From an optimization exercise on the open Yosys and OpenROAD flow, aimed at small area; shortcuts taken in it are not production practice.
At most, simulation tests tie the RTL to the original design; equivalence was not proved.
The RTL of run 2 was laid out without a check of its function.
Power is estimated from default activity; no workload was simulated.

==> flow/design.v (outline; a module is shown in full before it is edited, if it fits) <==
// module spectrum_peak_finder: 1348 lines
// module spf_fa: 10 lines
// module spf_ao22n: 9 lines
// module spf_ao22: 9 lines
// module spf_cpa: 187 lines
// module spf_pg: 4 lines
// module spf_aoi21: 3 lines
// module spf_oai21: 3 lines
// module spf_nand2: 3 lines
// module spf_nor2: 3 lines
// module spf_or2: 3 lines
// module spf_inv: 3 lines
// module spf_xor2: 3 lines
// module spf_xnor2: 3 lines
// module spf_cmp: 9 lines
// module spf_cmpk: 8 lines
module spectrum_peak_finder (
  input  logic        clk,
  input  logic        rst,
  input  logic [4:0]  curr_nfft,
  input  logic [15:0] s_re,
  input  logic [15:0] s_im,
  input  logic        s_valid,
  input  logic        s_last,
  output logic        s_ready,
  output logic [9:0]  max_index,
  output logic [31:0] max_mag,
  output logic        max_valid,
  output logic        frame_err
);
  // ...
==> flow/flow/run.sh <==
#!/bin/bash
# Own layout flow: the standard layout (standard.sh, which also runs the
# standard synthesis) with these changes:
#  - after synthesis, the synthesis buffers are removed and flow/downsize.tcl swaps each combinational cell to the
#    smallest drive strength of its family (repair steps upsize as needed);
#  - the port buffers that buffer_ports inserts are sky130_fd_sc_hd__buf_1
#    (every input and output port still gets its own buffer);
#  - clock tree synthesis builds the tree from clkbuf_4 without dummy loads.
# Each tool's output goes to a log of its own in this folder (standard_synth.log,
# downsize.log, standard_flow.log); ORFS also keeps per-step logs in orfs/logs/.
set -euo pipefail
export BUFFER_PORTS_ARGS="-buffer_cell sky130_fd_sc_hd__buf_1"
export CTS_ARGS="-sink_clustering_enable -repair_clock_nets -dont_use_dummy_load -buf_list sky130_fd_sc_hd__clkbuf_4 -sink_clustering_size 10"
bash standard.sh synth > standard_synth.log 2>&1
R=orfs/results/$FLOW_PLATFORM/spectrum_peak_finder/base
cat > downsize_run.tcl <<EOT
read_liberty $FLOW_HOME/platforms/$FLOW_PLATFORM/lib/sky130_fd_sc_hd__tt_025C_1v80.lib
read_db $R/1_synth.odb
remove_buffers
source flow/downsize.tcl
write_db $R/1_synth.odb
EOT
openroad -no_init -exit downsize_run.tcl > downsize.log 2>&1
bash standard.sh > standard_flow.log 2>&1
==> flow/flow/downsize.tcl <==
# Swap every combinational cell of the synthesized netlist to the smallest
# cell of the same function family (same pins); the later repair steps
# upsize again wherever timing, slew or capacitance need it.
set db [ord::get_db]
set block [[$db getChip] getBlock]
set masters [dict create]
foreach lib [$db getLibs] {
  foreach m [$lib getMasters] {
    dict set masters [$m getName] $m
  }
}
set swapped 0
set saved 0
foreach inst [$block getInsts] {
  set m [$inst getMaster]
  set name [$m getName]
  if {![regexp {^(sky130_fd_sc_hd__[a-z0-9]+)_([0-9]+)$} $name -> base drive]} { continue }
  if {[regexp {df|dl|sdf|edf|conb|tap|fill|decap|clk} $base]} { continue }
  set best $m
  set best_area [expr {[$m getWidth] * [$m getHeight]}]
  foreach d {0 1 2 4} {
    set cand "${base}_$d"
    if {![dict exists $masters $cand]} { continue }
    set cm [dict get $masters $cand]
    set a [expr {[$cm getWidth] * [$cm getHeight]}]
    if {$a < $best_area} { set best $cm; set best_area $a }
  }
  if {$best ne $m} {
    set saved [expr {$saved + [$m getWidth] * [$m getHeight] - $best_area}]
    $inst swapMaster $best
    incr swapped
  }
}
puts "downsize: swapped $swapped cells, saved [expr {$saved / 1e6}] um^2"
==> flow/standard.sh <==
#!/bin/bash
# synth_recipe.tcl (not shown) runs the flow's synth.tcl, then flattens the netlist and writes it again
# the make line also repeats each setting of config.mk as NAME=value (left out here)
make -C /OpenROAD-flow-scripts/flow DESIGN_CONFIG=/design/flow/config.mk WORK_HOME=/design/flow/orfs CLKGATE_MAP_FILE= SYNTH_SCRIPT=/design/flow/synth_recipe.tcl "${@:-finish}"
==> flow/config.mk <==
export PLATFORM = sky130hd
export DESIGN_NAME = spectrum_peak_finder
export DESIGN_NICKNAME = spectrum_peak_finder
export VERILOG_FILES = /design/flow/design.v
export SDC_FILE = /design/flow/constraint.sdc
export NUM_CORES = 4
export LEC_CHECK = 0
export CAP_MARGIN = 20
export CORE_MARGIN = 2
export CORE_UTILIZATION = 60
export GPL_TIMING_DRIVEN = 0
export SLEW_MARGIN = 20
export SYNTH_HIERARCHICAL = 1
export SYNTH_MINIMUM_KEEP_SIZE = 0
==> flow/constraint.sdc <==
create_clock -name core_clock -period 7.5 [get_ports {clk}]
set_input_delay 1.5000 -clock core_clock [delete_from_list [all_inputs] [get_ports {clk}]]
set_output_delay 1.5000 -clock core_clock [all_outputs]
set_load 0.01 [all_outputs]
==> reports/results.tsv, run 1 <==
metric	value	unit
clk_pin_slew_worst_paths	0.09	ns
cts_buffers	17	
grt_pass1_vias	7988	
outcome	no timing/DRC/antenna violations	
regToRegEndpoint	best_idx[0]	
hold_viol	0	
clock_sinks	135	
holdPathStages	1	
viasPerCell	5.81	
cts_setup_buffers	0	
top_layer	met4	
arrival	7.45	ns
post_dp_cell_area	11600	sq um
max_stage_delay	0.47	ns
critPathMaxFanout	15	
endpoint	mag_qn[26]	
inverters	56	
grtUsageMet1	38.7	%
rsz0062_at_grt	no	
final_util	65.4	%
power_clock	0.307	mW
fin_setup_tns	0	ns
grt.met3_usage	4.09	%
power_frac_comb	72.5	%
slew_headroom	30.6	%
drtPass1Iterations	8	
path_class	in2reg	
pwr-share-seq	21.1	%
fmax	0.142	GHz
timing.final.ws_setup	0.477	ns
grt_busiest_layer	met2	
==> module spf_cpa, before the edit <==
module spf_cpa (input logic [31:0] a, input logic [31:0] b, output logic [31:0] y);
  logic [31:0] g, p;
  spf_pg u_pg8 (.a(a[8]), .b(b[8]), .g(g[8]), .p(p[8]));
  spf_pg u_pg9 (.a(a[9]), .b(b[9]), .g(g[9]), .p(p[9]));
  spf_pg u_pg10 (.a(a[10]), .b(b[10]), .g(g[10]), .p(p[10]));
  spf_pg u_pg11 (.a(a[11]), .b(b[11]), .g(g[11]), .p(p[11]));
  spf_pg u_pg12 (.a(a[12]), .b(b[12]), .g(g[12]), .p(p[12]));
  spf_pg u_pg13 (.a(a[13]), .b(b[13]), .g(g[13]), .p(p[13]));
  spf_pg u_pg14 (.a(a[14]), .b(b[14]), .g(g[14]), .p(p[14]));
  spf_pg u_pg15 (.a(a[15]), .b(b[15]), .g(g[15]), .p(p[15]));
  spf_pg u_pg16 (.a(a[16]), .b(b[16]), .g(g[16]), .p(p[16]));
  spf_pg u_pg17 (.a(a[17]), .b(b[17]), .g(g[17]), .p(p[17]));
  spf_pg u_pg18 (.a(a[18]), .b(b[18]), .g(g[18]), .p(p[18]));
  spf_pg u_pg19 (.a(a[19]), .b(b[19]), .g(g[19]), .p(p[19]));
  spf_pg u_pg20 (.a(a[20]), .b(b[20]), .g(g[20]), .p(p[20]));
  spf_pg u_pg21 (.a(a[21]), .b(b[21]), .g(g[21]), .p(p[21]));
  spf_pg u_pg22 (.a(a[22]), .b(b[22]), .g(g[22]), .p(p[22]));
  spf_pg u_pg23 (.a(a[23]), .b(b[23]), .g(g[23]), .p(p[23]));
  spf_pg u_pg24 (.a(a[24]), .b(b[24]), .g(g[24]), .p(p[24]));
  spf_pg u_pg25 (.a(a[25]), .b(b[25]), .g(g[25]), .p(p[25]));
  spf_pg u_pg26 (.a(a[26]), .b(b[26]), .g(g[26]), .p(p[26]));
  spf_pg u_pg27 (.a(a[27]), .b(b[27]), .g(g[27]), .p(p[27]));
  spf_pg u_pg28 (.a(a[28]), .b(b[28]), .g(g[28]), .p(p[28]));
  spf_pg u_pg29 (.a(a[29]), .b(b[29]), .g(g[29]), .p(p[29]));
  spf_pg u_pg30 (.a(a[30]), .b(b[30]), .g(g[30]), .p(p[30]));
  spf_pg u_pg31 (.a(a[31]), .b(b[31]), .g(g[31]), .p(p[31]));
  logic [8:1] fc;
  spf_xnor2 u_s0 (.a(a[0]), .b(b[0]), .y(y[0]));
  spf_or2 u_c0 (.a(a[0]), .b(b[0]), .y(fc[1]));
  spf_fa u_rf1 (.a(a[1]), .b(b[1]), .c(fc[1]), .s(y[1]), .co(fc[2]));
  spf_fa u_rf2 (.a(a[2]), .b(b[2]), .c(fc[2]), .s(y[2]), .co(fc[3]));
  spf_fa u_rf3 (.a(a[3]), .b(b[3]), .c(fc[3]), .s(y[3]), .co(fc[4]));
  spf_fa u_rf4 (.a(a[4]), .b(b[4]), .c(fc[4]), .s(y[4]), .co(fc[5]));
  spf_fa u_rf5 (.a(a[5]), .b(b[5]), .c(fc[5]), .s(y[5]), .co(fc[6]));
  spf_fa u_rf6 (.a(a[6]), .b(b[6]), .c(fc[6]), .s(y[6]), .co(fc[7]));
  spf_fa u_rf7 (.a(a[7]), .b(b[7]), .c(fc[7]), .s(y[7]), .co(fc[8]));
  logic w1;
  spf_aoi21 u_w1 (.a1(p[8]), .a2(fc[8]), .b1(g[8]), .y(w1));
  logic w2;
  spf_inv u_w2 (.a(w1), .y(w2));
  logic w3;
  spf_aoi21 u_w3 (.a1(p[9]), .a2(w2), .b1(g[9]), .y(w3));
  logic w4;
  spf_inv u_w4 (.a(w3), .y(w4));
  logic w5;
  spf_aoi21 u_w5 (.a1(p[10]), .a2(w4), .b1(g[10]), .y(w5));
  logic w6;
  spf_inv u_w6 (.a(w5), .y(w6));
  logic w7;
  spf_aoi21 u_w7 (.a1(p[11]), .a2(w6), .b1(g[11]), .y(w7));
  logic w8;
  spf_inv u_w8 (.a(w7), .y(w8));
  logic w9;
  spf_aoi21 u_w9 (.a1(p[12]), .a2(w8), .b1(g[12]), .y(w9));
  logic w10;
  spf_aoi21 u_w10 (.a1(p[14]), .a2(g[13]), .b1(g[14]), .y(w10));
  logic w11;
  spf_nand2 u_w11 (.a(p[14]), .b(p[13]), .y(w11));
  logic w12;
  spf_aoi21 u_w12 (.a1(p[16]), .a2(g[15]), .b1(g[16]), .y(w12));
  logic w13;
  spf_nand2 u_w13 (.a(p[16]), .b(p[15]), .y(w13));
  logic w14;
  spf_aoi21 u_w14 (.a1(p[18]), .a2(g[17]), .b1(g[18]), .y(w14));
  logic w15;
  spf_nand2 u_w15 (.a(p[18]), .b(p[17]), .y(w15));
  logic w16;
  spf_aoi21 u_w16 (.a1(p[20]), .a2(g[19]), .b1(g[20]), .y(w16));
  logic w17;
  spf_nand2 u_w17 (.a(p[20]), .b(p[19]), .y(w17));
  logic w18;
  spf_aoi21 u_w18 (.a1(p[22]), .a2(g[21]), .b1(g[22]), .y(w18));
  logic w19;
  spf_nand2 u_w19 (.a(p[22]), .b(p[21]), .y(w19));
  logic w20;
  spf_aoi21 u_w20 (.a1(p[24]), .a2(g[23]), .b1(g[24]), .y(w20));
  logic w21;
  spf_nand2 u_w21 (.a(p[24]), .b(p[23]), .y(w21));
  logic w22;
  spf_aoi21 u_w22 (.a1(p[26]), .a2(g[25]), .b1(g[26]), .y(w22));
  logic w23;
  spf_nand2 u_w23 (.a(p[26]), .b(p[25]), .y(w23));
  logic w24;
  spf_aoi21 u_w24 (.a1(p[28]), .a2(g[27]), .b1(g[28]), .y(w24));
  logic w25;
  spf_nand2 u_w25 (.a(p[28]), .b(p[27]), .y(w25));
  logic w26;
  spf_aoi21 u_w26 (.a1(p[30]), .a2(g[29]), .b1(g[30]), .y(w26));
  logic w27;
  spf_nand2 u_w27 (.a(p[30]), .b(p[29]), .y(w27));
  logic w28;
  spf_oai21 u_w28 (.a1(w11), .a2(w9), .b1(w10), .y(w28));
  logic w29;
  spf_oai21 u_w29 (.a1(w15), .a2(w12), .b1(w14), .y(w29));
  logic w30;
  spf_nor2 u_w30 (.a(w15), .b(w13), .y(w30));
  logic w31;
  spf_oai21 u_w31 (.a1(w19), .a2(w16), .b1(w18), .y(w31));
  logic w32;
  spf_nor2 u_w32 (.a(w19), .b(w17), .y(w32));
  logic w33;
  spf_oai21 u_w33 (.a1(w23), .a2(w20), .b1(w22), .y(w33));
  logic w34;
  spf_nor2 u_w34 (.a(w23), .b(w21), .y(w34));
  logic w35;
  spf_oai21 u_w35 (.a1(w27), .a2(w24), .b1(w26), .y(w35));
  logic w36;
  spf_nor2 u_w36 (.a(w27), .b(w25), .y(w36));
  logic w37;
  spf_aoi21 u_w37 (.a1(w30), .a2(w28), .b1(w29), .y(w37));
  logic w38;
  spf_aoi21 u_w38 (.a1(w34), .a2(w31), .b1(w33), .y(w38));
  logic w39;
  spf_nand2 u_w39 (.a(w34), .b(w32), .y(w39));
  logic w40;
  spf_oai21 u_w40 (.a1(w39), .a2(w37), .b1(w38), .y(w40));
  logic w41;
  spf_inv u_w41 (.a(w37), .y(w41));
  logic w42;
  spf_aoi21 u_w42 (.a1(w32), .a2(w41), .b1(w31), .y(w42));
  logic w43;
  spf_aoi21 u_w43 (.a1(w36), .a2(w40), .b1(w35), .y(w43));
  logic w44;
  spf_inv u_w44 (.a(w28), .y(w44));
  logic w45;
  spf_oai21 u_w45 (.a1(w13), .a2(w44), .b1(w12), .y(w45));
  logic w46;
  spf_oai21 u_w46 (.a1(w17), .a2(w37), .b1(w16), .y(w46));
  logic w47;
  spf_oai21 u_w47 (.a1(w21), .a2(w42), .b1(w20), .y(w47));
  logic w48;
  spf_inv u_w48 (.a(w40), .y(w48));
  logic w49;
  spf_oai21 u_w49 (.a1(w25), .a2(w48), .b1(w24), .y(w49));
  logic w50;
  spf_inv u_w50 (.a(w9), .y(w50));
  logic w51;
  spf_aoi21 u_w51 (.a1(p[13]), .a2(w50), .b1(g[13]), .y(w51));
  logic w52;
  spf_aoi21 u_w52 (.a1(p[15]), .a2(w28), .b1(g[15]), .y(w52));
  logic w53;
  spf_aoi21 u_w53 (.a1(p[17]), .a2(w45), .b1(g[17]), .y(w53));
  logic w54;
  spf_inv u_w54 (.a(w37), .y(w54));
  logic w55;
  spf_aoi21 u_w55 (.a1(p[19]), .a2(w54), .b1(g[19]), .y(w55));
  logic w56;
  spf_aoi21 u_w56 (.a1(p[21]), .a2(w46), .b1(g[21]), .y(w56));
  logic w57;
  spf_inv u_w57 (.a(w42), .y(w57));
  logic w58;
  spf_aoi21 u_w58 (.a1(p[23]), .a2(w57), .b1(g[23]), .y(w58));
  logic w59;
  spf_aoi21 u_w59 (.a1(p[25]), .a2(w47), .b1(g[25]), .y(w59));
  logic w60;
  spf_aoi21 u_w60 (.a1(p[27]), .a2(w40), .b1(g[27]), .y(w60));
  logic w61;
  spf_aoi21 u_w61 (.a1(p[29]), .a2(w49), .b1(g[29]), .y(w61));
  logic w62;
  spf_inv u_w62 (.a(w43), .y(w62));
  logic w63;
  spf_aoi21 u_w63 (.a1(p[31]), .a2(w62), .b1(g[31]), .y(w63));
  spf_xor2 u_s8 (.a(p[8]), .b(fc[8]), .y(y[8]));
  spf_xnor2 u_s9 (.a(p[9]), .b(w1), .y(y[9]));
  spf_xnor2 u_s10 (.a(p[10]), .b(w3), .y(y[10]));
  spf_xnor2 u_s11 (.a(p[11]), .b(w5), .y(y[11]));
  spf_xnor2 u_s12 (.a(p[12]), .b(w7), .y(y[12]));
  spf_xnor2 u_s13 (.a(p[13]), .b(w9), .y(y[13]));
  spf_xnor2 u_s14 (.a(p[14]), .b(w51), .y(y[14]));
  spf_xor2 u_s15 (.a(p[15]), .b(w28), .y(y[15]));
  spf_xnor2 u_s16 (.a(p[16]), .b(w52), .y(y[16]));
  spf_xor2 u_s17 (.a(p[17]), .b(w45), .y(y[17]));
  spf_xnor2 u_s18 (.a(p[18]), .b(w53), .y(y[18]));
  spf_xnor2 u_s19 (.a(p[19]), .b(w37), .y(y[19]));
  spf_xnor2 u_s20 (.a(p[20]), .b(w55), .y(y[20]));
  spf_xor2 u_s21 (.a(p[21]), .b(w46), .y(y[21]));
  spf_xnor2 u_s22 (.a(p[22]), .b(w56), .y(y[22]));
  spf_xnor2 u_s23 (.a(p[23]), .b(w42), .y(y[23]));
  spf_xnor2 u_s24 (.a(p[24]), .b(w58), .y(y[24]));
  spf_xor2 u_s25 (.a(p[25]), .b(w47), .y(y[25]));
  spf_xnor2 u_s26 (.a(p[26]), .b(w59), .y(y[26]));
  spf_xor2 u_s27 (.a(p[27]), .b(w40), .y(y[27]));
  spf_xnor2 u_s28 (.a(p[28]), .b(w60), .y(y[28]));
  spf_xor2 u_s29 (.a(p[29]), .b(w49), .y(y[29]));
  spf_xnor2 u_s30 (.a(p[30]), .b(w61), .y(y[30]));
  spf_xnor2 u_s31 (.a(p[31]), .b(w43), .y(y[31]));
endmodule
==> inputs of run 2 (changes only) <==
--- a/flow/design.v
+++ b/flow/design.v
@@ -10,31 +10,33 @@
   input  logic        s_valid,
   input  logic        s_last,
   output logic        s_ready,
   output logic [9:0]  max_index,
   output logic [31:0] max_mag,
   output logic        max_valid,
   output logic        frame_err
 );
-  logic        run_q;       
-  logic [3:0]  dr_q;        
+  logic [2:0]  st_q;
+  logic        run_q, pub_now;
   logic [2:0]  nm_q;        
   logic [9:0]  cnt_q;       
   logic        err_q;       
   logic        v_q;         
   logic [31:0] mag_qn;      
   logic [31:0] best_mag;
   logic [8:0]  best_idx;
   logic [8:0]  max_idx_q;
   logic        beat, first_beat, is_last, frame_end, in_win, upd, busy;
   logic [9:0]  bin_k;
   logic [2:0]  nm_new;
   logic [31:0] mag_an, mag_bn, mag_n;
-  assign busy       = |dr_q;
+  assign busy       = st_q[2];
+  assign run_q      = st_q[0];
+  assign pub_now    = st_q[2] && st_q[1] && !st_q[0];    
   assign s_ready    = !busy && !rst;
   assign beat       = s_valid && s_ready;
   assign first_beat = beat && !run_q;
   assign bin_k      = run_q ? cnt_q + 10'd1 : 10'd0;
   assign is_last = run_q && (cnt_q == {nm_q, 7'b1111110});
   assign in_win  = run_q && (cnt_q[9] == 1'b0) && !(cnt_q[8] && !nm_q[2]) &&
                    !(cnt_q[7] && !nm_q[1]) && !(cnt_q[6] && !nm_q[0]) &&
                    (cnt_q[8:0] != {nm_q, 6'b111111});
@@ -1295,31 +1297,31 @@
   spf_cpa u_cpa (.a(mag_an), .b(mag_bn), .y(mag_n));
   logic gt;
   spf_cmp u_cmp (.an(mag_qn), .b(best_mag), .gt(gt));
   assign upd = v_q && gt;
   logic upd_n, first_n, dr2_n;
   logic [4:0] best_ld, best_ldn, best_keep, pub_ld, pub_keep;
   assign upd_n   = !upd;
   assign first_n = !first_beat;
-  assign dr2_n   = !dr_q[2];
+  assign dr2_n   = !pub_now;
   for (genvar k = 0; k < 5; k++) begin : g_sel
     spf_nand2 u_bldn (.a(upd), .b(first_n), .y(best_ldn[k]));
     spf_nor2  u_bld  (.a(upd_n), .b(first_beat), .y(best_ld[k]));
     spf_nor2  u_bkp  (.a(upd), .b(first_beat), .y(best_keep[k]));
     spf_nor2  u_pld  (.a(dr2_n), .b(rst), .y(pub_ld[k]));
-    spf_nor2  u_pkp  (.a(dr_q[2]), .b(rst), .y(pub_keep[k]));
+    spf_nor2  u_pkp  (.a(pub_now), .b(rst), .y(pub_keep[k]));
   end
   always_ff @(posedge clk) begin
     if (rst) begin
-      run_q <= 1'b0;
-      dr_q  <= 4'd0;
+      st_q <= 3'b000;
     end else begin
-      if (beat) run_q <= !frame_end;
-      dr_q <= {dr_q[2:0], frame_end};
+      st_q[2] <= st_q[2] ? !(st_q[1] && st_q[0]) : frame_end;
+      st_q[1] <= st_q[2] && (st_q[1] ^ st_q[0]);
+      st_q[0] <= st_q[2] ? !st_q[0] : (beat ? !frame_end : st_q[0]);
     end
   end
   always_ff @(posedge clk) begin
     if (beat) begin
       cnt_q <= bin_k;
       err_q <= s_last ^ is_last;
     end
     if (first_beat) nm_q <= nm_new;
@@ -1342,17 +1344,17 @@
     spf_ao22 u_b (.a1(best_ld[4]), .a2(cnt_q[i]), .b1(best_keep[4]), .b2(best_idx[i]), .y(best_idx_d[i]));
   end
   assign best_idx_d[0] = (best_ld[4] & cnt_q[0]) | (best_keep[4] & best_idx[0]) | first_beat;
   for (genvar i = 0; i < 9; i++) begin : g_midx
     spf_ao22 u_m (.a1(pub_ld[4]), .a2(best_idx[i]), .b1(pub_keep[4]), .b2(max_idx_q[i]), .y(max_idx_d[i]));
   end
   spf_ao22 u_ferr (.a1(pub_ld[4]), .a2(err_q), .b1(pub_keep[4]), .b2(frame_err), .y(frame_err_d));
   assign max_index = {1'b0, max_idx_q};
-  assign max_valid = dr_q[3];
+  assign max_valid = &st_q;
 endmodule
 module spf_fa (
   input  logic a,
   input  logic b,
   input  logic c,
   output logic s,
   output logic co
 );
@@ -1399,175 +1401,177 @@
   spf_pg u_pg25 (.a(a[25]), .b(b[25]), .g(g[25]), .p(p[25]));
   spf_pg u_pg26 (.a(a[26]), .b(b[26]), .g(g[26]), .p(p[26]));
   spf_pg u_pg27 (.a(a[27]), .b(b[27]), .g(g[27]), .p(p[27]));
   spf_pg u_pg28 (.a(a[28]), .b(b[28]), .g(g[28]), .p(p[28]));
   spf_pg u_pg29 (.a(a[29]), .b(b[29]), .g(g[29]), .p(p[29]));
   spf_pg u_pg30 (.a(a[30]), .b(b[30]), .g(g[30]), .p(p[30]));
   spf_pg u_pg31 (.a(a[31]), .b(b[31]), .g(g[31]), .p(p[31]));
   logic [8:1] fc;
-  spf_xnor2 u_s0 (.a(a[0]), .b(b[0]), .y(y[0]));
-  spf_or2 u_c0 (.a(a[0]), .b(b[0]), .y(fc[1]));
-  spf_fa u_rf1 (.a(a[1]), .b(b[1]), .c(fc[1]), .s(y[1]), .co(fc[2]));
-  spf_fa u_rf2 (.a(a[2]), .b(b[2]), .c(fc[2]), .s(y[2]), .co(fc[3]));
-  spf_fa u_rf3 (.a(a[3]), .b(b[3]), .c(fc[3]), .s(y[3]), .co(fc[4]));
+  spf_xnor2 u_rs0 (.a(a[0]), .b(b[0]), .y(y[0]));
+  spf_or2 u_rc0 (.a(a[0]), .b(b[0]), .y(fc[1]));
+  assign y[1] = fc[1];
+  spf_xnor2 u_rs2 (.a(a[2]), .b(b[2]), .y(y[2]));
+  spf_or2 u_rc2 (.a(a[2]), .b(b[2]), .y(fc[3]));
+  spf_xnor2 u_rs3 (.a(a[3]), .b(fc[3]), .y(y[3]));
+  spf_or2 u_rc3 (.a(a[3]), .b(fc[3]), .y(fc[4]));
   spf_fa u_rf4 (.a(a[4]), .b(b[4]), .c(fc[4]), .s(y[4]), .co(fc[5]));
   spf_fa u_rf5 (.a(a[5]), .b(b[5]), .c(fc[5]), .s(y[5]), .co(fc[6]));
   spf_fa u_rf6 (.a(a[6]), .b(b[6]), .c(fc[6]), .s(y[6]), .co(fc[7]));
   spf_fa u_rf7 (.a(a[7]), .b(b[7]), .c(fc[7]), .s(y[7]), .co(fc[8]));
   logic w1;
   spf_aoi21 u_w1 (.a1(p[8]), .a2(fc[8]), .b1(g[8]), .y(w1));
   logic w2;
   spf_inv u_w2 (.a(w1), .y(w2));
   logic w3;
   spf_aoi21 u_w3 (.a1(p[9]), .a2(w2), .b1(g[9]), .y(w3));
   logic w4;
   spf_inv u_w4 (.a(w3), .y(w4));
   logic w5;
   spf_aoi21 u_w5 (.a1(p[10]), .a2(w4), .b1(g[10]), .y(w5));
   logic w6;
-  spf_inv u_w6 (.a(w5), .y(w6));
+  spf_aoi21 u_w6 (.a1(p[12]), .a2(g[11]), .b1(g[12]), .y(w6));
   logic w7;
-  spf_aoi21 u_w7 (.a1(p[11]), .a2(w6), .b1(g[11]), .y(w7));
+  spf_nand2 u_w7 (.a(p[12]), .b(p[11]), .y(w7));
   logic w8;
-  spf_inv u_w8 (.a(w7), .y(w8));
+  spf_aoi21 u_w8 (.a1(p[14]), .a2(g[13]), .b1(g[14]), .y(w8));
   logic w9;
-  spf_aoi21 u_w9 (.a1(p[12]), .a2(w8), .b1(g[12]), .y(w9));
+  spf_nand2 u_w9 (.a(p[14]), .b(p[13]), .y(w9));
   logic w10;
-  spf_aoi21 u_w10 (.a1(p[14]), .a2(g[13]), .b1(g[14]), .y(w10));
+  spf_aoi21 u_w10 (.a1(p[16]), .a2(g[15]), .b1(g[16]), .y(w10));
   logic w11;
-  spf_nand2 u_w11 (.a(p[14]), .b(p[13]), .y(w11));
+  spf_nand2 u_w11 (.a(p[16]), .b(p[15]), .y(w11));
   logic w12;
-  spf_aoi21 u_w12 (.a1(p[16]), .a2(g[15]), .b1(g[16]), .y(w12));
+  spf_aoi21 u_w12 (.a1(p[18]), .a2(g[17]), .b1(g[18]), .y(w12));
   logic w13;
-  spf_nand2 u_w13 (.a(p[16]), .b(p[15]), .y(w13));
+  spf_nand2 u_w13 (.a(p[18]), .b(p[17]), .y(w13));
   logic w14;
-  spf_aoi21 u_w14 (.a1(p[18]), .a2(g[17]), .b1(g[18]), .y(w14));
+  spf_aoi21 u_w14 (.a1(p[20]), .a2(g[19]), .b1(g[20]), .y(w14));
   logic w15;
-  spf_nand2 u_w15 (.a(p[18]), .b(p[17]), .y(w15));
+  spf_nand2 u_w15 (.a(p[20]), .b(p[19]), .y(w15));
   logic w16;
-  spf_aoi21 u_w16 (.a1(p[20]), .a2(g[19]), .b1(g[20]), .y(w16));
+  spf_aoi21 u_w16 (.a1(p[22]), .a2(g[21]), .b1(g[22]), .y(w16));
   logic w17;
-  spf_nand2 u_w17 (.a(p[20]), .b(p[19]), .y(w17));
+  spf_nand2 u_w17 (.a(p[22]), .b(p[21]), .y(w17));
   logic w18;
-  spf_aoi21 u_w18 (.a1(p[22]), .a2(g[21]), .b1(g[22]), .y(w18));
+  spf_aoi21 u_w18 (.a1(p[24]), .a2(g[23]), .b1(g[24]), .y(w18));
   logic w19;
-  spf_nand2 u_w19 (.a(p[22]), .b(p[21]), .y(w19));
+  spf_nand2 u_w19 (.a(p[24]), .b(p[23]), .y(w19));
   logic w20;
-  spf_aoi21 u_w20 (.a1(p[24]), .a2(g[23]), .b1(g[24]), .y(w20));
+  spf_aoi21 u_w20 (.a1(p[26]), .a2(g[25]), .b1(g[26]), .y(w20));
   logic w21;
-  spf_nand2 u_w21 (.a(p[24]), .b(p[23]), .y(w21));
+  spf_nand2 u_w21 (.a(p[26]), .b(p[25]), .y(w21));
   logic w22;
-  spf_aoi21 u_w22 (.a1(p[26]), .a2(g[25]), .b1(g[26]), .y(w22));
+  spf_aoi21 u_w22 (.a1(p[28]), .a2(g[27]), .b1(g[28]), .y(w22));
   logic w23;
-  spf_nand2 u_w23 (.a(p[26]), .b(p[25]), .y(w23));
+  spf_nand2 u_w23 (.a(p[28]), .b(p[27]), .y(w23));
   logic w24;
-  spf_aoi21 u_w24 (.a1(p[28]), .a2(g[27]), .b1(g[28]), .y(w24));
+  spf_aoi21 u_w24 (.a1(p[30]), .a2(g[29]), .b1(g[30]), .y(w24));
   logic w25;
-  spf_nand2 u_w25 (.a(p[28]), .b(p[27]), .y(w25));
+  spf_nand2 u_w25 (.a(p[30]), .b(p[29]), .y(w25));
   logic w26;
-  spf_aoi21 u_w26 (.a1(p[30]), .a2(g[29]), .b1(g[30]), .y(w26));
+  spf_oai21 u_w26 (.a1(w7), .a2(w5), .b1(w6), .y(w26));
   logic w27;
-  spf_nand2 u_w27 (.a(p[30]), .b(p[29]), .y(w27));
+  spf_oai21 u_w27 (.a1(w11), .a2(w8), .b1(w10), .y(w27));
   logic w28;
-  spf_oai21 u_w28 (.a1(w11), .a2(w9), .b1(w10), .y(w28));
+  spf_nor2 u_w28 (.a(w11), .b(w9), .y(w28));
   logic w29;
   spf_oai21 u_w29 (.a1(w15), .a2(w12), .b1(w14), .y(w29));
   logic w30;
   spf_nor2 u_w30 (.a(w15), .b(w13), .y(w30));
   logic w31;
   spf_oai21 u_w31 (.a1(w19), .a2(w16), .b1(w18), .y(w31));
   logic w32;
   spf_nor2 u_w32 (.a(w19), .b(w17), .y(w32));
   logic w33;
   spf_oai21 u_w33 (.a1(w23), .a2(w20), .b1(w22), .y(w33));
   logic w34;
   spf_nor2 u_w34 (.a(w23), .b(w21), .y(w34));
   logic w35;
-  spf_oai21 u_w35 (.a1(w27), .a2(w24), .b1(w26), .y(w35));
+  spf_aoi21 u_w35 (.a1(w28), .a2(w26), .b1(w27), .y(w35));
   logic w36;
-  spf_nor2 u_w36 (.a(w27), .b(w25), .y(w36));
+  spf_aoi21 u_w36 (.a1(w32), .a2(w29), .b1(w31), .y(w36));
   logic w37;
-  spf_aoi21 u_w37 (.a1(w30), .a2(w28), .b1(w29), .y(w37));
+  spf_nand2 u_w37 (.a(w32), .b(w30), .y(w37));
   logic w38;
-  spf_aoi21 u_w38 (.a1(w34), .a2(w31), .b1(w33), .y(w38));
+  spf_oai21 u_w38 (.a1(w37), .a2(w35), .b1(w36), .y(w38));
   logic w39;
-  spf_nand2 u_w39 (.a(w34), .b(w32), .y(w39));
+  spf_inv u_w39 (.a(w35), .y(w39));
   logic w40;
-  spf_oai21 u_w40 (.a1(w39), .a2(w37), .b1(w38), .y(w40));
+  spf_aoi21 u_w40 (.a1(w30), .a2(w39), .b1(w29), .y(w40));
   logic w41;
-  spf_inv u_w41 (.a(w37), .y(w41));
+  spf_aoi21 u_w41 (.a1(w34), .a2(w38), .b1(w33), .y(w41));
   logic w42;
-  spf_aoi21 u_w42 (.a1(w32), .a2(w41), .b1(w31), .y(w42));
+  spf_inv u_w42 (.a(w26), .y(w42));
   logic w43;
-  spf_aoi21 u_w43 (.a1(w36), .a2(w40), .b1(w35), .y(w43));
+  spf_oai21 u_w43 (.a1(w9), .a2(w42), .b1(w8), .y(w43));
   logic w44;
-  spf_inv u_w44 (.a(w28), .y(w44));
+  spf_oai21 u_w44 (.a1(w13), .a2(w35), .b1(w12), .y(w44));
   logic w45;
-  spf_oai21 u_w45 (.a1(w13), .a2(w44), .b1(w12), .y(w45));
+  spf_oai21 u_w45 (.a1(w17), .a2(w40), .b1(w16), .y(w45));
   logic w46;
-  spf_oai21 u_w46 (.a1(w17), .a2(w37), .b1(w16), .y(w46));
+  spf_inv u_w46 (.a(w38), .y(w46));
   logic w47;
-  spf_oai21 u_w47 (.a1(w21), .a2(w42), .b1(w20), .y(w47));
+  spf_oai21 u_w47 (.a1(w21), .a2(w46), .b1(w20), .y(w47));
   logic w48;
-  spf_inv u_w48 (.a(w40), .y(w48));
+  spf_oai21 u_w48 (.a1(w25), .a2(w41), .b1(w24), .y(w48));
   logic w49;
-  spf_oai21 u_w49 (.a1(w25), .a2(w48), .b1(w24), .y(w49));
+  spf_inv u_w49 (.a(w5), .y(w49));
   logic w50;
-  spf_inv u_w50 (.a(w9), .y(w50));
+  spf_aoi21 u_w50 (.a1(p[11]), .a2(w49), .b1(g[11]), .y(w50));
   logic w51;
-  spf_aoi21 u_w51 (.a1(p[13]), .a2(w50), .b1(g[13]), .y(w51));
+  spf_aoi21 u_w51 (.a1(p[13]), .a2(w26), .b1(g[13]), .y(w51));
   logic w52;
-  spf_aoi21 u_w52 (.a1(p[15]), .a2(w28), .b1(g[15]), .y(w52));
+  spf_aoi21 u_w52 (.a1(p[15]), .a2(w43), .b1(g[15]), .y(w52));
   logic w53;
-  spf_aoi21 u_w53 (.a1(p[17]), .a2(w45), .b1(g[17]), .y(w53));
+  spf_inv u_w53 (.a(w35), .y(w53));
   logic w54;
-  spf_inv u_w54 (.a(w37), .y(w54));
+  spf_aoi21 u_w54 (.a1(p[17]), .a2(w53), .b1(g[17]), .y(w54));
   logic w55;
-  spf_aoi21 u_w55 (.a1(p[19]), .a2(w54), .b1(g[19]), .y(w55));
+  spf_aoi21 u_w55 (.a1(p[19]), .a2(w44), .b1(g[19]), .y(w55));
   logic w56;
-  spf_aoi21 u_w56 (.a1(p[21]), .a2(w46), .b1(g[21]), .y(w56));
+  spf_inv u_w56 (.a(w40), .y(w56));
   logic w57;
-  spf_inv u_w57 (.a(w42), .y(w57));
+  spf_aoi21 u_w57 (.a1(p[21]), .a2(w56), .b1(g[21]), .y(w57));
   logic w58;
-  spf_aoi21 u_w58 (.a1(p[23]), .a2(w57), .b1(g[23]), .y(w58));
+  spf_aoi21 u_w58 (.a1(p[23]), .a2(w45), .b1(g[23]), .y(w58));
   logic w59;
-  spf_aoi21 u_w59 (.a1(p[25]), .a2(w47), .b1(g[25]), .y(w59));
+  spf_aoi21 u_w59 (.a1(p[25]), .a2(w38), .b1(g[25]), .y(w59));
   logic w60;
-  spf_aoi21 u_w60 (.a1(p[27]), .a2(w40), .b1(g[27]), .y(w60));
+  spf_aoi21 u_w60 (.a1(p[27]), .a2(w47), .b1(g[27]), .y(w60));
   logic w61;
-  spf_aoi21 u_w61 (.a1(p[29]), .a2(w49), .b1(g[29]), .y(w61));
+  spf_inv u_w61 (.a(w41), .y(w61));
   logic w62;
-  spf_inv u_w62 (.a(w43), .y(w62));
+  spf_aoi21 u_w62 (.a1(p[29]), .a2(w61), .b1(g[29]), .y(w62));
   logic w63;
-  spf_aoi21 u_w63 (.a1(p[31]), .a2(w62), .b1(g[31]), .y(w63));
+  spf_aoi21 u_w63 (.a1(p[31]), .a2(w48), .b1(g[31]), .y(w63));
   spf_xor2 u_s8 (.a(p[8]), .b(fc[8]), .y(y[8]));
   spf_xnor2 u_s9 (.a(p[9]), .b(w1), .y(y[9]));
   spf_xnor2 u_s10 (.a(p[10]), .b(w3), .y(y[10]));
   spf_xnor2 u_s11 (.a(p[11]), .b(w5), .y(y[11]));
-  spf_xnor2 u_s12 (.a(p[12]), .b(w7), .y(y[12]));
-  spf_xnor2 u_s13 (.a(p[13]), .b(w9), .y(y[13]));
+  spf_xnor2 u_s12 (.a(p[12]), .b(w50), .y(y[12]));
+  spf_xor2 u_s13 (.a(p[13]), .b(w26), .y(y[13]));
   spf_xnor2 u_s14 (.a(p[14]), .b(w51), .y(y[14]));
-  spf_xor2 u_s15 (.a(p[15]), .b(w28), .y(y[15]));
+  spf_xor2 u_s15 (.a(p[15]), .b(w43), .y(y[15]));
   spf_xnor2 u_s16 (.a(p[16]), .b(w52), .y(y[16]));
-  spf_xor2 u_s17 (.a(p[17]), .b(w45), .y(y[17]));
-  spf_xnor2 u_s18 (.a(p[18]), .b(w53), .y(y[18]));
-  spf_xnor2 u_s19 (.a(p[19]), .b(w37), .y(y[19]));
+  spf_xnor2 u_s17 (.a(p[17]), .b(w35), .y(y[17]));
+  spf_xnor2 u_s18 (.a(p[18]), .b(w54), .y(y[18]));
+  spf_xor2 u_s19 (.a(p[19]), .b(w44), .y(y[19]));
   spf_xnor2 u_s20 (.a(p[20]), .b(w55), .y(y[20]));
-  spf_xor2 u_s21 (.a(p[21]), .b(w46), .y(y[21]));
-  spf_xnor2 u_s22 (.a(p[22]), .b(w56), .y(y[22]));
-  spf_xnor2 u_s23 (.a(p[23]), .b(w42), .y(y[23]));
+  spf_xnor2 u_s21 (.a(p[21]), .b(w40), .y(y[21]));
+  spf_xnor2 u_s22 (.a(p[22]), .b(w57), .y(y[22]));
+  spf_xor2 u_s23 (.a(p[23]), .b(w45), .y(y[23]));
   spf_xnor2 u_s24 (.a(p[24]), .b(w58), .y(y[24]));
-  spf_xor2 u_s25 (.a(p[25]), .b(w47), .y(y[25]));
+  spf_xor2 u_s25 (.a(p[25]), .b(w38), .y(y[25]));
   spf_xnor2 u_s26 (.a(p[26]), .b(w59), .y(y[26]));
-  spf_xor2 u_s27 (.a(p[27]), .b(w40), .y(y[27]));
+  spf_xor2 u_s27 (.a(p[27]), .b(w47), .y(y[27]));
   spf_xnor2 u_s28 (.a(p[28]), .b(w60), .y(y[28]));
-  spf_xor2 u_s29 (.a(p[29]), .b(w49), .y(y[29]));
-  spf_xnor2 u_s30 (.a(p[30]), .b(w61), .y(y[30]));
-  spf_xnor2 u_s31 (.a(p[31]), .b(w43), .y(y[31]));
+  spf_xnor2 u_s29 (.a(p[29]), .b(w41), .y(y[29]));
+  spf_xnor2 u_s30 (.a(p[30]), .b(w62), .y(y[30]));
+  spf_xor2 u_s31 (.a(p[31]), .b(w48), .y(y[31]));
 endmodule
 module spf_pg (input logic a, input logic b, output logic g, output logic p);
   assign g = a & b;
   assign p = a ^ b;
 endmodule
 module spf_aoi21 (input logic a1, input logic a2, input logic b1, output logic y);
   assign y = ~((a1 & a2) | b1);
 endmodule
==> run 2 against run 1 <==
Clock skew increased by 0.0079 ns. Register-to-register slack got worse by 0.07 ns. Final cell count about the same. Critical path type unchanged. Highest routed layer unchanged.
==> reports/results.tsv, run 2 <==
metric	value	unit	change
outcome	no timing/DRC/antenna violations		
crit_family	adder cells		
h-tree-depth	4		
ant_nets	0		
crit_chain	buf_1 > inv_1 > fa_1 > fa_1 > fa_1 > xnor2_1 > fa_1 > fa_1 > a21oi_1 > inv_1 > a21oi_1 > inv_1 > a21oi_1 > o21ai_1 > a21oi_2 > o21ai_1 > a21oi_1 > inv_1 > a21oi_1 > xnor2_1		
startpoint_type	input pin		
cts-root-buf	clkbuf_4		
finalNonFillerCells	1345		
coreArea	17900	sq um	
final_util	65.2	%	-0.17 points
clk_pin_slew_worst_paths	0.12	ns	+0.03 ns
drcViolationCount	0		
place_congestion	0.839		
skew	0.0539	ns	
drt-met1-wl	11100	um	
holdBufCountCts	0		
netlist_area	10900	sq um	
grt_use_total	28.0	%	
holdPathStages	1		unchanged
drtPass1Iterations	8		unchanged
antenna_found_initial	1		
cts_buffers	17		unchanged
grt_pass1_vias	8276		+3.6%
largestRegisters	best_mag: 32 flops, mag_qn: 32 flops, max_mag: 32 flops		
final_layout_size_suffix_gt1_share	2.33	%	
crit_buf_inv	5		
leakage	4.24	nW	
initial_core_util	61.0	%	
path_class	in2reg		
post_dp_cell_area	11500	sq um	-0.42%
report.final.slew_viol_count	0		
layout_common_cells	263 x nand2_1, 216 x fa_1, 119 x dfxtp_1		
fin_area	11700	sq um	
yosys_warnings	7		
critPathMaxFanout	15		unchanged
viasPerCell	5.83		+0.22%
cts.path.max_buffers	2		
critical-path-slowest-cell	buf_1		
top_layer	met4		
ioPinCount	86		
hold_viol	0		unchanged
power_density	405	nW/um^2	
period_needed	6.90	ns	
cts_resized	0		
wl_met2	12100	um	
clk_latency	0.52	ns	
fin_crit_sh	92.0	%	
dieArea	19300	sq um	
syn_to_final_growth	6.92	%	
layout.nets	1406		
clock_sinks	133		-1.5%
cp.required	7.96	ns	
num_rows	49		
power	4.74	mW	
fmax	0.145	GHz	+1.8%
grt_start_max_net_pins	17		
arrival	7.36	ns	-0.09 ns
routed_wl	25300	um	
route.vias.total	7837		
peakVddDrop	0.330	mV	
grt.overflow.total	0		
cp-end-kind	flip-flop		
dp.cells	1327		
finalSetupViolCount	0		
max_stage_delay	0.77	ns	+0.30 ns
wl_per_cell	18.8	um	
syn_inst	1013		
grt_pass1_wl	42800	um	
cts_setup_buffers	0		unchanged
hold_class	reg2reg		
final_common_cell	nand2_1		
cts_tree	done		
fp.dieH	139	um	
rr_worst_depth	20		
first_iter_violations	434		
post-dp-hpwl	19400	um	
avgSynthCellArea	10.8	sq um	
die_w	139	um	
rsz0062_at_grt	no		
worstSetupPathDepth	20		
portBuffers	84		
fin_setup_tns	0	ns	unchanged
cap_viol_max_count	0		
wl_met3	1620	um	
tightest_slew	1.07	ns	
slew_headroom	28.9	%	-1.7 points
## run 2: worst reg2reg max path, stage by stage, from the launching register on
cell	delay, ns
dfxtp_1	0.36
o211a_1	0.23
a221oi_1	0.20
o31ai_1	0.13
a221oi_1	0.24
o21ba_2	0.19
a221oi_1	0.22
o31ai_1	0.10
a221oi_1	0.40
o21ba_2	0.22
a221oi_1	0.24
o31ai_1	0.13
a221oi_1	0.24
o21ba_2	0.19
a221oi_1	0.23
o31ai_1	0.10
a221oi_1	0.35
nand2_1	0.12
inv_1	0.27
nor2_1	0.23
a221o_1	0.37
## run 2: power breakdown
part           switching (mW)  internal (mW)
logic                    1.88           1.54
registers              0.0966          0.912
clock network           0.203          0.103
total                    2.18           2.55
## run 2: metal layers
| metal | track usage [%] | vias to the layer above |
|---|---|---|
| met1 | 39.6 | 3906 |
| met5 | 0 | - |
| li1 | - | 3593 |
| met4 | 7.71 | 0 |
| met3 | 3.66 | 31 |
| met2 | 46.3 | 307 |
## run 2: metrics by stage
step                hold slack [ns]  worst slack, ns
floorplan                     0.440             1.32
detailed placement            0.455           -0.129
global placement              0.450           -0.119
CTS                           0.459            0.447
finish                        0.452            0.599
global route                  0.476            0.142
## run 2: final timing paths
check	start	end	slack (ns)
setup / recovery	s_re[3]	mag_qn[30]	0.60
hold / removal	mag_qn[2]	best_mag[2]	0.45
setup reg to reg	best_mag[3]	best_idx[0]	2.65
hold reg to reg	mag_qn[2]	best_mag[2]	0.45
## run 2: layout make-up
cell class	instances	area (sq um)
sequential	133	2800
tap	229	287
inverter	54	203
fill	1513	6220
antenna	1	2.50
multi-input combinational	826	7930
timing repair buffer	85	330
clock buffer	17	128
==> inputs of run 3 (changes only) <==
--- a/flow/design.v
+++ b/flow/design.v
@@ -1406,13 +1406,11 @@
   spf_pg u_pg30 (.a(a[30]), .b(b[30]), .g(g[30]), .p(p[30]));
   spf_pg u_pg31 (.a(a[31]), .b(b[31]), .g(g[31]), .p(p[31]));
   logic [8:1] fc;
-  spf_xnor2 u_rs0 (.a(a[0]), .b(b[0]), .y(y[0]));
-  spf_or2 u_rc0 (.a(a[0]), .b(b[0]), .y(fc[1]));
-  assign y[1] = fc[1];
-  spf_xnor2 u_rs2 (.a(a[2]), .b(b[2]), .y(y[2]));
-  spf_or2 u_rc2 (.a(a[2]), .b(b[2]), .y(fc[3]));
-  spf_xnor2 u_rs3 (.a(a[3]), .b(fc[3]), .y(y[3]));
-  spf_or2 u_rc3 (.a(a[3]), .b(fc[3]), .y(fc[4]));
+  spf_xnor2 u_s0 (.a(a[0]), .b(b[0]), .y(y[0]));
+  spf_or2 u_c0 (.a(a[0]), .b(b[0]), .y(fc[1]));
+  spf_fa u_rf1 (.a(a[1]), .b(b[1]), .c(fc[1]), .s(y[1]), .co(fc[2]));
+  spf_fa u_rf2 (.a(a[2]), .b(b[2]), .c(fc[2]), .s(y[2]), .co(fc[3]));
+  spf_fa u_rf3 (.a(a[3]), .b(b[3]), .c(fc[3]), .s(y[3]), .co(fc[4]));
   spf_fa u_rf4 (.a(a[4]), .b(b[4]), .c(fc[4]), .s(y[4]), .co(fc[5]));
   spf_fa u_rf5 (.a(a[5]), .b(b[5]), .c(fc[5]), .s(y[5]), .co(fc[6]));
   spf_fa u_rf6 (.a(a[6]), .b(b[6]), .c(fc[6]), .s(y[6]), .co(fc[7]));
==> run 3 against run 2 <==
Cell area is 0.32% higher. Combinational power hardly changed. Sequential power hardly changed. Maximum frequency is 1.9% lower. Critical endpoint unchanged.
==> reports/results.tsv, run 3 <==
metric	value	unit	change
reg2reg_from	best_mag[3]		
fin_crit_sh	93.8	%	+1.7 points
coreArea	18000	sq um	+0.34%
antenna_found_initial	1		unchanged
crit_buf_inv	5		unchanged
intPower	2.55	mW	about the same
syn_inst	1013		unchanged
cap_viol_max_count	0		unchanged
layout.nets	1411		+0.36%
clk_pin_slew_worst_paths	0.12	ns	about the same
hold_viol	0		unchanged
cp-end-kind	flip-flop		
fin_setup_tns	0	ns	unchanged
arrival	7.48	ns	+0.12 ns
p_sw	2.16	mW	-1.1%
cts.path.max_buffers	2		unchanged
path_class	in2reg		
wl_per_cell	18.8	um	about the same
startpoint_type	input pin		
pwr-share-clk	6.5	%	about the same
crit_chain	buf_1 > inv_1 > fa_1 > fa_1 > fa_1 > xnor2_1 > fa_1 > fa_1 > a21oi_1 > inv_1 > a21oi_1 > inv_1 > a21oi_1 > o21ai_1 > a21oi_1 > o21ai_1 > a21oi_1 > inv_1 > a21oi_1 > xnor2_1		
grt_pass1_wl	42000	um	-1.9%
die_w	139	um	+0.15%
fin_area	11700	sq um	+0.32%
hold_class	reg2reg		
pwr-share-seq	21.5	%	+0.2 points
power_density	402	nW/um^2	-0.79%
report.final.slew_viol_count	0		unchanged
h-tree-depth	4		unchanged
yosys_warnings	7		unchanged
ant_nets	0		unchanged
skew	0.0501	ns	-0.00378 ns
grt_use_total	27.5	%	-0.47 points
max_stage_delay	0.70	ns	-0.07 ns
largestRegisters	best_mag: 32 flops, mag_qn: 32 flops, max_mag: 32 flops		
final_common_cell	nand2_1		
clock_sinks	133		unchanged
place_congestion	0.862		+2.8%
post-dp-hpwl	19400	um	+0.45%
leakage	4.27	nW	+0.65%
rsz0062_at_grt	no		
drcViolationCount	0		unchanged
finalNonFillerCells	1347		+0.15%
min-delay-start	mag_qn[7]		
finalSetupViolCount	0		unchanged
netlist_area	11000	sq um	+0.31%
peakVddDrop	0.357	mV	+8.2%
p_sw_share	45.8	%	-0.29 points
holdPathEnd	best_mag[7]		
cts_buffers	17		unchanged
grt_start_max_net_pins	17		unchanged
first_iter_violations	396		-8.8%
holdPathStages	1		unchanged
crit_top_cell	a21oi_1		
regToRegEndpoint	best_idx[0]		
timing.final.ws_setup	0.469	ns	-0.131 ns
preCtsSetupSlack	-0.361	ns	-0.232 ns
dieArea	19400	sq um	+0.30%
grt.overflow.total	0		unchanged
critPathMaxFanout	15		unchanged
final_layout_size_suffix_gt1_share	2.42	%	+0.085 points
routed_wl	25300	um	+0.24%
power	4.71	mW	-0.47%
grt_pass1_vias	8166		-1.3%
hold_ws	0.451	ns	-0.00127 ns
viasPerCell	5.80		-0.44%
cts-root-buf	clkbuf_4		
period_needed	7.03	ns	+0.131 ns
layout_common_cells	263 x nand2_1, 219 x fa_1, 119 x dfxtp_1		
ioPinCount	86		unchanged
final_util	65.2	%	about the same
dp.cells	1329		+0.15%
avgSynthCellArea	10.8	sq um	+0.31%
outcome	no timing/DRC/antenna violations		
cp.required	7.95	ns	about the same
clk_latency	0.51	ns	about the same
crit_family	adder cells		
critical-path-slowest-cell	buf_1		
fp.dieH	139	um	+0.15%
cts_setup_buffers	0		unchanged
num_rows	49		unchanged
rr_worst_depth	20		unchanged
route.vias.total	7814		-0.29%
rrSetupSlack	2.69	ns	+0.04 ns
syn_to_final_growth	6.93	%	about the same
slew_headroom	30.5	%	+1.5 points
post_dp_cell_area	11600	sq um	+0.39%
power_frac_comb	72.0	%	-0.2 points
fmax	0.142	GHz	-1.9%
cts_tree	done		
initial_core_util	61.0	%	about the same
tightest_slew	1.04	ns	-0.0231 ns
portBuffers	84		unchanged
drtPass1Iterations	5		-3
==> run 3: changes by cell type in the layout (fill, tap and decap cells not counted), sizes merged <==
cell	change
fa	+3
conb	+3
xnor2	-2
or2	-2
clkdlybuf4s15	-1
clkbuf	+2
buf	-1
==> run 3: worst max-delay path by stage <==
stage	startpoint	endpoint	slack, ns	cells past startpoint
detailed placement	s_re[1]	mag_qn[30]	-0.36	21
global route	s_re[3]	mag_qn[30]	0.15	20
floorplan	s_re[1]	mag_qn[30]	1.10	20
CTS	s_re[1]	mag_qn[30]	0.21	21
global placement	s_re[1]	mag_qn[30]	-0.35	21
finish	s_re[3]	mag_qn[30]	0.47	20
==> run 3: metal layers <==
| layer | wire [um] | global-route usage (%) | vias up |
|---|---|---|---|
| met2 | 12100 | 45.2 | 281 |
| met3 | 1520 | 4.73 | 34 |
| li1 | - | - | 3607 |
| met4 | 453 | 7.55 | 0 |
| met5 | 0 | 0 | - |
| met1 | 11200 | 38.5 | 3892 |
==> run 3: timing repair <==
action	4_1_cts	5_1_grt
gates resized for setup	0	5
setup endpoints to repair	0	4
hold buffers	0	0
==> run 3: power by group through the flow <==
stage / clock network (mW) / logic, mW / registers (mW)
2_1_floorplan: 0 / 2.68 / 1.00
3_3_place_gp: 0 / 3.32 / 1.03
3_5_place_dp: 0 / 3.41 / 1.03
4_1_cts: 0.318 / 3.42 / 1.01
5_1_grt: 0.349 / 3.90 / 1.03
6_report: 0.305 / 3.39 / 1.01
==> run 3: area by class of cell <==
type                       count  area (sq um)
sequential                   133          2800
inverter                      54           203
clock buffer                  17           128
fill                        1529          6250
tap                          229           287
multi-input combinational    828          7970
timing repair buffer          85           330
antenna                        1          2.50
==> module spf_cmp, before the edit <==
module spf_cmp (input logic [31:0] an, input logic [31:0] b, output logic gt);
  logic [4:0] cc;
  assign cc[0] = 1'b0;
  spf_cmpk u_c0 (.an(an[7:0]), .b(b[7:0]), .ci(cc[0]), .co(cc[1]));
  spf_cmpk u_c1 (.an(an[15:8]), .b(b[15:8]), .ci(cc[1]), .co(cc[2]));
  spf_cmpk u_c2 (.an(an[23:16]), .b(b[23:16]), .ci(cc[2]), .co(cc[3]));
  spf_cmpk u_c3 (.an(an[31:24]), .b(b[31:24]), .ci(cc[3]), .co(cc[4]));
  assign gt = cc[4];
endmodule
==> inputs of run 4 (changes only) <==
--- a/flow/design.v
+++ b/flow/design.v
@@ -1406,11 +1406,13 @@
   spf_pg u_pg30 (.a(a[30]), .b(b[30]), .g(g[30]), .p(p[30]));
   spf_pg u_pg31 (.a(a[31]), .b(b[31]), .g(g[31]), .p(p[31]));
   logic [8:1] fc;
-  spf_xnor2 u_s0 (.a(a[0]), .b(b[0]), .y(y[0]));
-  spf_or2 u_c0 (.a(a[0]), .b(b[0]), .y(fc[1]));
-  spf_fa u_rf1 (.a(a[1]), .b(b[1]), .c(fc[1]), .s(y[1]), .co(fc[2]));
-  spf_fa u_rf2 (.a(a[2]), .b(b[2]), .c(fc[2]), .s(y[2]), .co(fc[3]));
-  spf_fa u_rf3 (.a(a[3]), .b(b[3]), .c(fc[3]), .s(y[3]), .co(fc[4]));
+  spf_xnor2 u_rs0 (.a(a[0]), .b(b[0]), .y(y[0]));
+  spf_or2 u_rc0 (.a(a[0]), .b(b[0]), .y(fc[1]));
+  assign y[1] = fc[1];
+  spf_xnor2 u_rs2 (.a(a[2]), .b(b[2]), .y(y[2]));
+  spf_or2 u_rc2 (.a(a[2]), .b(b[2]), .y(fc[3]));
+  spf_xnor2 u_rs3 (.a(a[3]), .b(fc[3]), .y(y[3]));
+  spf_or2 u_rc3 (.a(a[3]), .b(fc[3]), .y(fc[4]));
   spf_fa u_rf4 (.a(a[4]), .b(b[4]), .c(fc[4]), .s(y[4]), .co(fc[5]));
   spf_fa u_rf5 (.a(a[5]), .b(b[5]), .c(fc[5]), .s(y[5]), .co(fc[6]));
   spf_fa u_rf6 (.a(a[6]), .b(b[6]), .c(fc[6]), .s(y[6]), .co(fc[7]));
@@ -1595,13 +1597,25 @@
   assign y = ~(a ^ b);
 endmodule
 module spf_cmp (input logic [31:0] an, input logic [31:0] b, output logic gt);
-  logic [4:0] cc;
-  assign cc[0] = 1'b0;
-  spf_cmpk u_c0 (.an(an[7:0]), .b(b[7:0]), .ci(cc[0]), .co(cc[1]));
-  spf_cmpk u_c1 (.an(an[15:8]), .b(b[15:8]), .ci(cc[1]), .co(cc[2]));
-  spf_cmpk u_c2 (.an(an[23:16]), .b(b[23:16]), .ci(cc[2]), .co(cc[3]));
-  spf_cmpk u_c3 (.an(an[31:24]), .b(b[31:24]), .ci(cc[3]), .co(cc[4]));
-  assign gt = cc[4];
+  logic [8:0] cn;
+  assign cn[0] = 1'b1;
+  spf_or2 u_m0 (.a(an[0]), .b(b[0]), .y(cn[1]));
+  spf_maj3 u_m1 (.a(an[1]), .b(b[1]), .c(cn[1]), .y(cn[2]));
+  spf_maj3 u_m2 (.a(an[2]), .b(b[2]), .c(cn[2]), .y(cn[3]));
+  spf_maj3 u_m3 (.a(an[3]), .b(b[3]), .c(cn[3]), .y(cn[4]));
+  spf_maj3 u_m4 (.a(an[4]), .b(b[4]), .c(cn[4]), .y(cn[5]));
+  spf_maj3 u_m5 (.a(an[5]), .b(b[5]), .c(cn[5]), .y(cn[6]));
+  spf_maj3 u_m6 (.a(an[6]), .b(b[6]), .c(cn[6]), .y(cn[7]));
+  spf_maj3 u_m7 (.a(an[7]), .b(b[7]), .c(cn[7]), .y(cn[8]));
+  logic [3:0] cc;
+  spf_inv u_ci (.a(cn[8]), .y(cc[0]));
+  spf_cmpk u_c0 (.an(an[15:8]), .b(b[15:8]), .ci(cc[0]), .co(cc[1]));
+  spf_cmpk u_c1 (.an(an[23:16]), .b(b[23:16]), .ci(cc[1]), .co(cc[2]));
+  spf_cmpk u_c2 (.an(an[31:24]), .b(b[31:24]), .ci(cc[2]), .co(cc[3]));
+  assign gt = cc[3];
+endmodule
+module spf_maj3 (input logic a, input logic b, input logic c, output logic y);
+  assign y = (a & b) | (c & (a | b));
 endmodule
 module spf_cmpk (input logic [7:0] an, input logic [7:0] b, input logic ci, output logic co);
   logic [8:0] c;
--- a/flow/flow/run.sh
+++ b/flow/flow/run.sh
@@ -10,7 +10,7 @@
 # downsize.log, standard_flow.log); ORFS also keeps per-step logs in orfs/logs/.
 set -euo pipefail
 export BUFFER_PORTS_ARGS="-buffer_cell sky130_fd_sc_hd__buf_1"
-export CTS_ARGS="-sink_clustering_enable -repair_clock_nets -dont_use_dummy_load -buf_list sky130_fd_sc_hd__clkbuf_4 -sink_clustering_size 10"
+export CTS_ARGS="-sink_clustering_enable -repair_clock_nets -dont_use_dummy_load -buf_list {sky130_fd_sc_hd__clkbuf_2 sky130_fd_sc_hd__clkbuf_4} -sink_clustering_size 8"
 bash standard.sh synth > standard_synth.log 2>&1
 R=orfs/results/$FLOW_PLATFORM/spectrum_peak_finder/base
 cat > downsize_run.tcl <<EOT
==> run 4 against run 3 <==
Still clean. Global-route usage grew 0.70 points. Critical path depth grew 1. Core utilization shrank 0.084 points. Final cell count shrank 0.67%. Sequential power is essentially flat. Clock-buffer cell count is the same. Sequential share of layout area grew 0.11 points. Non-clock buffer count is the same. Clock power is essentially flat. Clock skew grew 0.0061 ns. Critical path type unchanged. Critical endpoint unchanged. Largest cell class unchanged.
==> reports/results.tsv, run 4 <==
metric	value	unit	change
initial_core_util	60.9	%	-0.11 points
layout_common_cells	263 x nand2_1, 216 x fa_1, 119 x dfxtp_1		
fin_crit_sh	95.3	%	+1.5 points
clk_pin_slew_worst_paths	0.12	ns	about the same
fmax	0.140	GHz	-1.6%
route.vias.total	7874		+0.77%
viasPerCell	5.88		+1.4%
cp-end-kind	flip-flop		
place_congestion	0.871		+1.0%
final_common_cell	nand2_1		
grt_use_total	28.2	%	+0.70 points
layout.nets	1399		-0.85%
drtPass1Iterations	7		+2
cts_setup_buffers	0		unchanged
coreArea	17900	sq um	-0.34%
startpoint_type	input pin		
syn_inst	1006		-0.69%
post-dp-hpwl	19400	um	-0.24%
post_dp_cell_area	11500	sq um	-0.55%
tightest_slew	1.08	ns	+0.0347 ns
period_needed	7.15	ns	+0.114 ns
max_stage_delay	0.66	ns	-0.04 ns
power_density	404	nW/um^2	+0.52%
antenna_found_initial	1		unchanged
h-tree-depth	4		unchanged
arrival	7.59	ns	+0.11 ns
cp.required	7.94	ns	about the same
cts_resized	0		unchanged
portBuffers	84		unchanged
drcViolationCount	0		unchanged
leakage	4.23	nW	-0.93%
grt_pass1_vias	8389		+2.7%
die_w	139	um	-0.25%
path_class	in2reg		
skew	0.0561	ns	+0.00607 ns
holdBufCountCts	0		unchanged
dieArea	19300	sq um	-0.49%
cts_tree	done		
ioPinCount	86		unchanged
final_util	65.1	%	-0.084 points
finalSetupViolCount	0		unchanged
rsz0062_at_grt	no		
routed_wl	25500	um	+0.82%
grt.overflow.total	0		unchanged
hold_class	reg2reg		
cts_buffers	17		unchanged
first_iter_violations	414		+4.5%
report.final.slew_viol_count	0		unchanged
slew_headroom	28.2	%	-2.3 points
finalNonFillerCells	1338		-0.67%
grt_start_max_net_pins	17		unchanged
final_layout_size_suffix_gt1_share	2.08	%	-0.34 points
grt_pass1_wl	43000	um	+2.3%
yosys_warnings	7		unchanged
hold_ws	0.408	ns	-0.0427 ns
netlist_area	10900	sq um	-0.51%
fp.dieH	139	um	-0.25%
cts.path.max_buffers	2		unchanged
peakVddDrop	0.322	mV	-9.9%
critical-path-slowest-cell	clkdlybuf4s15_1		
largestRegisters	best_mag: 32 flops, mag_qn: 32 flops, max_mag: 32 flops		
crit_chain	clkdlybuf4s15_1 > inv_1 > fa_1 > fa_1 > or2_1 > fa_1 > fa_1 > fa_1 > fa_1 > a21oi_1 > inv_1 > a21oi_1 > inv_1 > a21oi_1 > o21ai_1 > a21oi_1 > o21ai_1 > a21oi_1 > inv_1 > a21oi_1 > xnor2_1		
avgSynthCellArea	10.8	sq um	+0.18%
num_rows	49		unchanged
fin_area	11700	sq um	-0.47%
outcome	no timing/DRC/antenna violations		
syn_to_final_growth	6.98	%	about the same
critPathMaxFanout	15		unchanged
cts-root-buf	clkbuf_4		
fin_setup_tns	0	ns	unchanged
clk_latency	0.50	ns	about the same
ant_nets	0		unchanged
wl_per_cell	19.1	um	+1.5%
cap_viol_max_count	0		unchanged
hold_viol	0		unchanged
clock_sinks	133		unchanged
dp.cells	1320		-0.68%
-- run 4: cell types whose count changed in the layout (fill, tap and decap cells not counted), sizes merged, moves of 2 or more --
cell           previous run  this run
a221oi                   12         9
clkbuf                   20        17
clkdlybuf4s15             0         2
conb                      5         1
fa                      219       216
maj3                      0         7
nor2                     41        38
nor3                      9         7
o22ai                     8         6
or2                      15        18
xnor2                    36        38
-- run 4: layer usage --
metal	GRT usage, %	vias up	part of all wire (%)
met1	39.3	3931	43
met3	4.49	44	6.9
met4	7.87	0	1.9
li1	-	3565	-
met2	46.8	334	48
met5	0	-	0
-- run 4: report_power, final --
part	internal, mW	switching (mW)
combinational	1.52	1.88
sequential	0.912	0.0925
clock	0.104	0.204
-- run 4: final timing paths --
path | from | endpoint | slack, ns | cells past startpoint
hold / removal | mag_qn[17] | best_mag[17] | 0.41 | 1
hold reg to reg | mag_qn[17] | best_mag[17] | 0.41 | 1
setup / recovery | s_im[1] | mag_qn[30] | 0.35 | 21
setup reg to reg | best_mag[0] | best_idx[0] | 0.63 | 25
-- run 4: worst max-delay path: cells and delay by family --
family                     cells  cell delay [ns]
AOI/OAI and AO/OA              8             2.16
buffers and inverters          5             1.04
and+or+nand+nor                1             0.24
xor gates and xnor gates       1             0.14
adders and majority gates      6             2.51
-- run 4: cell type report --
cell class | instances | area, sq um
clock buffers | 17 | 128
fillers | 1517 | 6240
well taps | 229 | 287
repair buffers | 85 | 339
flip-flops and latches | 133 | 2800
multi-input cells | 818 | 7900
inverters | 55 | 206
diodes | 1 | 2.50
-- run 4: stage by stage --
step | power (mW) | worst slack [ns]
after floorplan | 3.66 | 1.32
after global placement | 4.33 | -0.168
after detailed placement | 4.42 | -0.206
after CTS | 4.73 | 0.351
after global routing | 5.26 | 0.00932
final | 4.71 | 0.355

## separate check: timing with driven ports
The flow's constraints put no driver on any port. The routed layouts listed below were extracted and timed again, unchanged, in two steps.
Step 1, drivers: a clkbuf_16 drives clk and a buf_2 each remaining input, both assumed.
Step 2 moves the port delays by t, midway between the first and last clock arrival at a register: inputs arrive t later, outputs are due t later. That takes back most of the time a late clock gives input paths.
Slacks: ideal / step 1 / step 2; pairs: ideal / step 1.
| run | shift t [ns] | setup WS [ns] | worst setup path after step 2 | clock arrival spread, ns |
|---|---|---|---|---|
| run 1 | 0.517 | 0.477 / 0.488 / -0.029 | input to register | 0.046 / 0.046 |
| run 2 | 0.526 | 0.599 / 0.607 / 0.081 | input to register | 0.054 / 0.054 |
| run 3 | 0.518 | 0.469 / 0.475 / -0.043 | input to register | 0.050 / 0.050 |
| run 4 | 0.510 | 0.355 / 0.366 / -0.144 | input to register | 0.056 / 0.056 |
Met with ideal ports but missed after step 2: setup timing in run 1, run 3 and run 4. For run 2, which loses most, drivers alone change the setup slack by +0.008 ns; drivers and shift together by -0.518 ns.
